From an optimization exercise on the open Yosys and OpenROAD flow, aimed at small area, a short achievable clock period and few clock cycles per item; shortcuts taken in it are not production practice. Only simulation tests tie the RTL to the original design; equivalence was not proved.

==> trial 24: inputs <==
## stream_byte_reassembler_core
module stream_byte_reassembler_core (
	input  logic               clk,
	input  logic               arst_n,
	input  logic               req_valid,
	output logic               req_stall,
	input  logic               kind,
	input  logic [POS_W-1:0]   stream_index,
	input  logic [BYTE_W-1:0]  data_byte,
	input  logic               ends_stream,
	input  logic [SPACE_W-1:0] downstream_space,
	output logic               rsp_valid,
	input  logic               rsp_stall,
	output logic               out_valid,
	output logic [BYTE_W-1:0]  out_byte,
	output logic               last_of_run,
	output logic [SPACE_W-1:0] pending_count,
	output logic               stream_closed
);
	function automatic logic [IW-1:0] pe64(input logic [WINDOW-1:0] x);
		logic [WINDOW-1:0]      v;
		logic [WINDOW*IW-1:0]   ix;
		logic [WINDOW-1:0]      nv;
		logic [WINDOW*IW-1:0]   nix;
		begin
			v  = x;
			ix = '0;
			for (int l = 0; l < IW; l++) begin
				nv  = '0;
				nix = '0;
				for (int i = 0; i < (WINDOW >> (l + 1)); i++) begin
					nv[i] = v[2*i] | v[2*i+1];
					for (int b = 0; b < IW; b++) begin
						if (b < l)
							nix[i*IW+b] = v[2*i] ? ix[(2*i)*IW+b] : ix[(2*i+1)*IW+b];
						else if (b == l)
							nix[i*IW+b] = !v[2*i];
					end
				end
				v  = nv;
				ix = nix;
			end
			pe64 = ix[IW-1:0];
		end
	endfunction
  ...
Settings: LEC_CHECK=0, CAP_MARGIN=20, CORE_MARGIN=2, CORE_UTILIZATION=40, SETUP_SLACK_MARGIN=2.5, SLEW_MARGIN=20; clock period 6.0 ns.
run.sh (not shown) runs the stock make flow with config.mk's settings and CLKGATE_MAP_FILE= SYNTH_SCRIPT=/design/flow/synth_recipe.tcl, a recipe that flattens the netlist after the stock synthesis.
==> inputs of build 27, as changes to trial 24 <==
==> flow/design.v (replaced) <==
package sbr_pkg;
	localparam int WINDOW  = 64;
	localparam int IW      = $clog2(WINDOW);
	localparam int POS_W   = 32;
	localparam int BYTE_W  = 8;
	localparam int SPACE_W = 7;
endpackage
import sbr_pkg::*;
module stream_byte_reassembler_core (
	input  logic               clk,
	input  logic               arst_n,
	input  logic               req_valid,
	output logic               req_stall,
	input  logic               kind,
	input  logic [POS_W-1:0]   stream_index,
	input  logic [BYTE_W-1:0]  data_byte,
	input  logic               ends_stream,
	input  logic [SPACE_W-1:0] downstream_space,
	output logic               rsp_valid,
	input  logic               rsp_stall,
	output logic               out_valid,
	output logic [BYTE_W-1:0]  out_byte,
	output logic               last_of_run,
	output logic [SPACE_W-1:0] pending_count,
	output logic               stream_closed
);
	function automatic logic [IW-1:0] pe64(input logic [WINDOW-1:0] x);
		logic [WINDOW-1:0]      v;
		logic [WINDOW*IW-1:0]   ix;
		logic [WINDOW-1:0]      nv;
		logic [WINDOW*IW-1:0]   nix;
		begin
			v  = x;
			ix = '0;
			for (int l = 0; l < IW; l++) begin
				nv  = '0;
				nix = '0;
				for (int i = 0; i < (WINDOW >> (l + 1)); i++) begin
					nv[i] = v[2*i] | v[2*i+1];
					for (int b = 0; b < IW; b++) begin
						if (b < l)
							nix[i*IW+b] = v[2*i] ? ix[(2*i)*IW+b] : ix[(2*i+1)*IW+b];
						else if (b == l)
							nix[i*IW+b] = !v[2*i];
					end
				end
				v  = nv;
				ix = nix;
			end
			pe64 = ix[IW-1:0];
		end
	endfunction
	logic              qv_q;
	logic              qkind_q;
	logic [IW-1:0]     qplo_q;
	logic [SPACE_W-1:0] qd_q;
	logic              qsmall_q;
	logic [BYTE_W-1:0] qbyte_q;
	logic [SPACE_W-1:0] qroom_q;
	logic [POS_W-1:0]  next_q;
	logic [WINDOW-1:0] rel_q;
	logic [BYTE_W-1:0] ring_q [WINDOW];
	logic [POS_W-1:0]  end_q;
	logic              end_known_q;
	logic              blk_q;       
	logic              em_q;
	logic [SPACE_W-1:0] ra_q;
	logic              r1v_q, r1d_q, r1l_q, r1f_q, r1nm_q, r1s_q, r1pcl_q;
	logic [BYTE_W-1:0] r1b_q;
	logic [IW-1:0]     r1rk_q;
	logic [SPACE_W-1:0] r1er_q;
	logic              r2v_q, r2d_q, r2l_q, r2f_q, r2nm_q, r2s_q, r2pcl_q;
	logic [BYTE_W-1:0] r2b_q;
	logic [IW-1:0]     r2k_q;
	logic [SPACE_W-1:0] r2er_q;
	logic              ov_q;
	logic              od_q;
	logic [BYTE_W-1:0] ob_q;
	logic              ol_q;
	logic [SPACE_W-1:0] op_q;
	logic              oc_q;
	logic              o_free, r2_move, r2_free, r1_move, r1_free;
	logic              do_proc, do_emit, take, adv;
	assign o_free    = !ov_q || !rsp_stall;
	assign r2_move   = r2v_q && o_free;
	assign r2_free   = !r2v_q || o_free;
	assign r1_move   = r1v_q && r2_free;
	assign r1_free   = !r1v_q || r2_free;
	assign do_emit   = em_q && r1_free;
	assign do_proc   = qv_q && !em_q && !blk_q && r1_free;
	assign req_stall = qv_q && (em_q || blk_q || (r1v_q && r2v_q && ov_q && rsp_stall));
	assign take      = req_valid && !req_stall;
	logic [IW-1:0]     h, d6;
	logic              closed, in_range, in_win, st0, nm;
	logic              z0, z1, nonempty, last0, last_e;
	logic [WINDOW-1:0] ddec, setv;
	logic [SPACE_W-1:0] room1;
	logic [BYTE_W-1:0] rd_byte;
	assign h      = next_q[IW-1:0];
	assign d6     = qd_q[IW-1:0];
	assign closed = oc_q;
	assign in_range = !qkind_q && qsmall_q && !qd_q[IW];
	assign in_win   = !closed && in_range && (qd_q < qroom_q);
	assign st0      = in_win && (d6 == '0);
	assign nm       = in_win && !rel_q[d6];
	assign room1    = qroom_q - SPACE_W'(1);
	always_comb begin
		for (int i = 0; i < WINDOW; i++) begin
			ddec[i] = (d6 == IW'(i));
		end
	end
	assign setv = ddec & {WINDOW{in_win}};
	assign z0       = !(rel_q[0] || (in_range && (d6 == IW'(0)))) || (qroom_q == '0);
	assign z1       = !(rel_q[1] || (in_range && (d6 == IW'(1)))) || (qroom_q == SPACE_W'(1));
	assign nonempty = !closed && !z0;
	assign last0    = closed || z0 || z1;
	assign last_e   = (ra_q == SPACE_W'(1)) || !rel_q[1];
	logic [SPACE_W-1:0] er;
	logic               er_small;
	logic [POS_W-SPACE_W-1:0] nh, nh1;
	assign nh       = next_q[POS_W-1:SPACE_W];
	assign nh1      = nh + 1'b1;
	assign er       = end_q[SPACE_W-1:0] - next_q[SPACE_W-1:0];
	assign er_small = (end_q[SPACE_W-1:0] < next_q[SPACE_W-1:0]) ? (end_q[POS_W-1:SPACE_W] == nh1)
	                                                           : (end_q[POS_W-1:SPACE_W] == nh);
	assign rd_byte = ring_q[h];
	assign adv     = (do_proc && nonempty) || do_emit;
	logic [WINDOW-1:0] kdec, kz;
	always_comb begin
		for (int i = 0; i < WINDOW; i++) begin
			kdec[i] = (r1rk_q == IW'(i));
		end
	end
	assign kz = ~rel_q | kdec;
	logic [SPACE_W-1:0] kfull, pa_new;
	logic               cl_new;
	assign kfull  = {1'b0, r2k_q} + SPACE_W'(r2s_q);
	assign pa_new = op_q + SPACE_W'(r2nm_q) - kfull;
	assign cl_new = oc_q || (r2pcl_q && (r2er_q == kfull));
	logic [SPACE_W-1:0]  lo, dn;
	logic                eqa, eqb, sn;
	assign lo  = stream_index[SPACE_W-1:0] - next_q[SPACE_W-1:0];
	assign eqa = (stream_index[POS_W-1:SPACE_W] == nh);
	assign eqb = (stream_index[POS_W-1:SPACE_W] == nh1);
	always_comb begin
		sn = (stream_index[SPACE_W-1:0] >= next_q[SPACE_W-1:0]) ? eqa : eqb;
		dn = lo;
		if (adv) begin
			dn = lo - SPACE_W'(1);
			sn = (sn && (lo != '0)) || (eqb && (lo == '0));
		end
	end
	always_ff @(posedge clk or negedge arst_n) begin
		if (!arst_n) begin
			qv_q        <= 1'b0;
			next_q      <= '0;
			rel_q       <= '0;
			end_known_q <= 1'b0;
			blk_q       <= 1'b0;
			em_q        <= 1'b0;
			r1v_q       <= 1'b0;
			r2v_q       <= 1'b0;
			ov_q        <= 1'b0;
			op_q        <= '0;
			oc_q        <= 1'b0;
		end else begin
			if (take) begin
				qv_q <= 1'b1;
				if (ends_stream) end_known_q <= 1'b1;
			end else if (do_proc) begin
				qv_q <= 1'b0;
			end
			if (adv) begin
				next_q <= next_q + POS_W'(1);
			end
			if (do_proc) begin
				blk_q <= !closed && end_known_q && er_small;
			end else if (r2_move && r2f_q && r2pcl_q) begin
				blk_q <= 1'b0;
			end
			if (do_proc) begin
				em_q <= !last0;
				if (nonempty) begin
					rel_q <= (rel_q | setv) >> 1;
				end else begin
					rel_q <= rel_q | setv;
				end
				r1v_q <= 1'b1;
			end else if (do_emit) begin
				em_q  <= !last_e;
				rel_q <= rel_q >> 1;
				r1v_q <= 1'b1;
			end else if (r1_move) begin
				r1v_q <= 1'b0;
			end
			if (r1_move) begin
				r2v_q <= 1'b1;
			end else if (r2_move) begin
				r2v_q <= 1'b0;
			end
			if (r2_move) begin
				ov_q <= 1'b1;
				if (r2f_q) begin
					op_q <= pa_new;
					oc_q <= cl_new;
				end
			end else if (!rsp_stall) begin
				ov_q <= 1'b0;
			end
		end
	end
	always_ff @(posedge clk) begin
		if (qv_q && !em_q && in_win) ring_q[qplo_q] <= qbyte_q;
	end
	always_ff @(posedge clk) begin
		if (take) begin
			qkind_q  <= kind;
			qplo_q   <= stream_index[IW-1:0];
			qd_q     <= dn;
			qsmall_q <= sn;
			qbyte_q  <= data_byte;
			qroom_q  <= (downstream_space > SPACE_W'(WINDOW)) ? SPACE_W'(WINDOW) : downstream_space;
			if (ends_stream) end_q <= stream_index + POS_W'(!kind);
		end else if (adv) begin
			qd_q <= qd_q - SPACE_W'(1);
			if (qd_q == '0) qsmall_q <= 1'b0;
		end
		if (do_proc) begin
			ra_q    <= room1;
			r1d_q   <= nonempty;
			r1b_q   <= !nonempty ? '0 : st0 ? qbyte_q : rd_byte;
			r1l_q   <= last0;
			r1f_q   <= 1'b1;
			r1nm_q  <= nm;
			r1s_q   <= nonempty;
			r1pcl_q <= !closed && end_known_q && er_small;
			r1er_q  <= er;
			r1rk_q  <= room1[IW-1:0];
		end else if (do_emit) begin
			ra_q    <= ra_q - SPACE_W'(1);
			r1d_q   <= 1'b1;
			r1b_q   <= rd_byte;
			r1l_q   <= last_e;
			r1f_q   <= 1'b0;
		end
		if (r1_move) begin
			r2d_q   <= r1d_q;
			r2b_q   <= r1b_q;
			r2l_q   <= r1l_q;
			r2f_q   <= r1f_q;
			r2nm_q  <= r1nm_q;
			r2s_q   <= r1s_q;
			r2pcl_q <= r1pcl_q;
			r2er_q  <= r1er_q;
			r2k_q   <= r1s_q ? pe64(kz) : '0;
		end
		if (r2_move) begin
			od_q <= r2d_q;
			ob_q <= r2b_q;
			ol_q <= r2l_q;
		end
	end
	assign rsp_valid     = ov_q;
	assign out_valid     = od_q;
	assign out_byte      = ob_q;
	assign last_of_run   = ol_q;
	assign pending_count = op_q;
	assign stream_closed = oc_q;
endmodule
--- a/flow/config.mk
+++ b/flow/config.mk
@@ -4,9 +4,9 @@
 export VERILOG_FILES = /design/flow/design.v
 export SDC_FILE = /design/flow/constraint.sdc
 export NUM_CORES = 4
 export LEC_CHECK = 0
 export CAP_MARGIN = 20
 export CORE_MARGIN = 2
 export CORE_UTILIZATION = 40
-export SETUP_SLACK_MARGIN = 2.5
+export SETUP_SLACK_MARGIN = 3.0
 export SLEW_MARGIN = 20
==> flow_summary.json <==
{
  "status": "complete, no violations",
  "use_met1_pct": 31.1,
  "cts_buffers": 82,
  "final-clk-cell-share_pct": 6.70,
  "grt_pass1_wl_microns": 153000,
  "crit_buf_inv": 2,
  "final_area_sq_um": 41200,
  "synth_xor_area_share_pct": 4.31,
  "place_inst": 3656
}
[end of results for trial 24]
==> flow_summary.json <==
{
  "crit_buf_inv": 3,
  "timing.rr.start": "next_q[0]$_DFFE_PN0N_",
  "use_met1_pct": 30.3,
  "status": "complete, no violations",
  "place_inst": 3599,
  "min-delay-start": "r1er_q[1]$_DFFE_PP_",
  "final-clk-cell-share_pct": 5.92,
  "crit_cells": 5,
  "final_area_sq_um": 42800,
  "pre_cts_slack_ns": 1.39,
  "grt_pass1_wl_microns": 148000,
  "cts_buffers": 81
}
[end of results for build 27]
Testbench counts of trial 24, summed over its fixed seeds: cycles 14,732, items 9,629.
Testbench counts of build 27, summed over its fixed seeds: cycles 14,740, items 9,629.

## separate check: timing with driven ports
No port has a modelled driver above. Below, the same layouts with a new extraction and two added sets of constraints. Step 1 sets driving cells, clkbuf_16 on the clock port and buf_2 on the other inputs (assumed; they add their load-dependent delay and slew). Step 2, shift: input delay + t, output delay - t, t = (earliest + latest rising clock arrival at the registers) / 2. This alone moves slack from input paths to output paths. Three values: no drivers, after step 1, after step 2; two values: the first two.
run | t (ns) | slack for setup (ns) | slew at the worst register clock pin (ns)
trial 24 | 0.710 | 2.543 / 2.543 / 1.885 | 0.06 / 0.06
build 27 | 0.691 | 2.892 / 2.851 / 2.417 | 0.06 / 0.06
After both steps setup and hold are still met in every run listed. The setup slack of trial 24, which loses most, moves by 0.000 ns with the drivers and by -0.658 ns with both steps.
